This design comes from an exercise in tuning for small area, a short achievable clock period and few clock cycles per item on the open sky130 flow, not from production work.
Power is estimated from default activity; no workload was simulated.

==> job 8077: inputs <==
Design conv_pair_top, start of the top module:
module conv_pair_top (
    input  logic                 clk_i,
    input  logic                 reset_i,
    input  logic                 win_valid_i,
    input  logic [127:0]         win_i,            
    output logic                 credit_o,
    input  logic                 credit_i,
    output logic                 result_valid_o,
    output logic [31:0]          result_o          
);
    logic [1:0][16:0] row_raw;     
    logic [15:0] pa0;
    logic [15:0] pb0;
    logic [15:0] pc0;
    logic [15:0] pd0;
    logic [4:0] v0;
    logic [3:0] u0;
    logic s0_1;
    logic k0_2;
    logic s0_3;
    logic k0_4;
    logic s0_5;
    logic k0_6;
    logic s0_7;
    logic k0_8;
    logic s0_9;
    logic k0_10;
    logic s0_11;
    logic k0_12;
    logic s0_13;
    logic k0_14;
    logic s0_15;
    logic k0_16;
    logic s0_17;
    logic k0_18;
    logic s0_19;
    logic k0_20;
    logic s0_21;
    logic k0_22;
    logic s0_23;
    logic k0_24;
    logic s0_25;
    logic k0_26;
    logic s0_27;
    logic k0_28;
    logic s0_29;
    logic k0_30;
    logic s0_31;
    logic k0_32;
    logic s0_33;
    logic k0_34;
    logic s0_35;
    logic k0_36;
    logic s0_37;
    logic k0_38;
    logic s0_39;
    logic k0_40;
    logic s0_41;
    logic k0_42;
    logic s0_43;
    logic k0_44;
    logic s0_45;
    logic k0_46;
    logic s0_47;
    logic k0_48;
    logic s0_49;
    logic k0_50;
    logic s0_51;
    logic k0_52;
    logic s0_53;
    logic k0_54;
    logic s0_55;
    logic k0_56;
    logic s0_57;
    logic k0_58;
    logic s0_59;
    logic k0_60;
    logic s0_61;
    logic k0_62;
    logic s0_63;
    logic k0_64;
    logic s0_65;
    logic k0_66;
    logic s0_67;
    logic k0_68;
    logic s0_69;
    logic k0_70;
    logic s0_71;
    logic k0_72;
    logic s0_73;
    logic k0_74;
    logic s0_75;
    logic k0_76;
    logic s0_77;
    logic k0_78;
    logic s0_79;
    logic k0_80;
    logic s0_81;
    logic k0_82;
    logic s0_83;
    logic k0_84;
    logic s0_85;
    logic k0_86;
    logic s0_87;
    logic k0_88;
    logic s0_89;
  ...
export LEC_CHECK = 0
export CAP_MARGIN = 20
export CORE_MARGIN = 2
export CORE_UTILIZATION = 55
export CTS_BUF_LIST = sky130_fd_sc_hd__clkbuf_4 sky130_fd_sc_hd__clkbuf_8
export SETUP_SLACK_MARGIN = 5.0
export SLEW_MARGIN = 20
export SYNTH_HIERARCHICAL = 1
export SYNTH_MINIMUM_KEEP_SIZE = 0
create_clock -name core_clock -period 10.0 [get_ports {clk_i}]
standard.sh (not shown) runs the stock make flow with config.mk's settings and CLKGATE_MAP_FILE= SYNTH_SCRIPT=/design/flow/synth_recipe.tcl, a recipe that flattens the netlist after the stock synthesis.
==> flow/flow/run.sh <==
#!/bin/bash
set -euo pipefail
bash standard.sh SETUP_SLACK_MARGIN=5.2 BUFFER_PORTS_ARGS="-buffer_cell sky130_fd_sc_hd__buf_1" finish > make.log 2>&1
==> job 1326 (differences from job 8077) <==
==> flow/flow/run.sh (replaced) <==
#!/bin/bash
set -euo pipefail
bash standard.sh SETUP_SLACK_MARGIN=5.3 BUFFER_PORTS_ARGS="-buffer_cell sky130_fd_sc_hd__buf_1" finish > make.log 2>&1
==> run notes <==
| metric | job 1326 | job 8077 |
|---|---|---|
| Area delta synth->final | 19.2% | 18.8% |
| Share of the final layout cell area in multi-input gates | 57.3% | 56.8% |
| Amount of wire on met2 after detailed routing | 7610 um | 7710 um |
| Comb. pwr | 1.45 mW | 1.40 mW |
| Setup fix buffers added after clock tree synthesis | 17 | 11 |
| Peak supply drop | 0.000129 V | 0.000177 V |
| Remaining max-slew budget at the tightest pin | 38.8% | 34.7% |
| Leakage dissipation | 3.33 nW | 3.33 nW |
| Global Route met1 Usage | 27.5% | 28.8% |
| Final Wtd Congestion | 0.875 | 0.821 |
| Area occupied by multi-input gates | 4930 sq um | 4870 sq um |
| Final-layout fill cell count | 1070 | 1022 |
| CP arrival | 4970 ps | 5010 ps |
| Result of the run | finished clean | finished clean |
| Achievable Freq | 0.209 GHz | 0.208 GHz |
| Final period util | 47.9% | 48.1% |
| Internal power of the cells | 1.33 mW | 1.29 mW |
| Worst setup endpoint | entry[33] | entry[50] |
No run of this note included a check of the RTL's function; only the layout flow was run.

[what the ideal ports hide]
The flow's constraints put no driver on any port. The routed layouts listed below were extracted and timed again, unchanged, in two steps. Step 1 (the two cells are an assumption about what drives the block):
set clk [get_ports {clk_i}]
set_driving_cell -lib_cell sky130_fd_sc_hd__clkbuf_16 $clk
set_driving_cell -lib_cell sky130_fd_sc_hd__buf_2 [delete_from_list [all_inputs] $clk]
Step 2 adds t to the input delays and takes it off the output delays; t is the mean of the earliest and latest rising clock arrival at the registers after step 1. Input paths then give back, and output paths get back, about the clock's delay inside the block. a / b / c = ideal / step 1 / step 2; a / b = the first two.
run	t, ns	setup slack, ns	worst setup path after step 2	worst register clock-pin slew, ns
job 8077	0.403	5.193 / 5.185 / 4.783	input to register	0.09 / 0.09
job 1326	0.384	5.212 / 5.196 / 4.812	input to register	0.09 / 0.09
After both steps every run listed still meets setup and hold. For job 8077, which loses most, drivers alone change the setup slack by -0.008 ns; drivers and shift together by -0.410 ns.
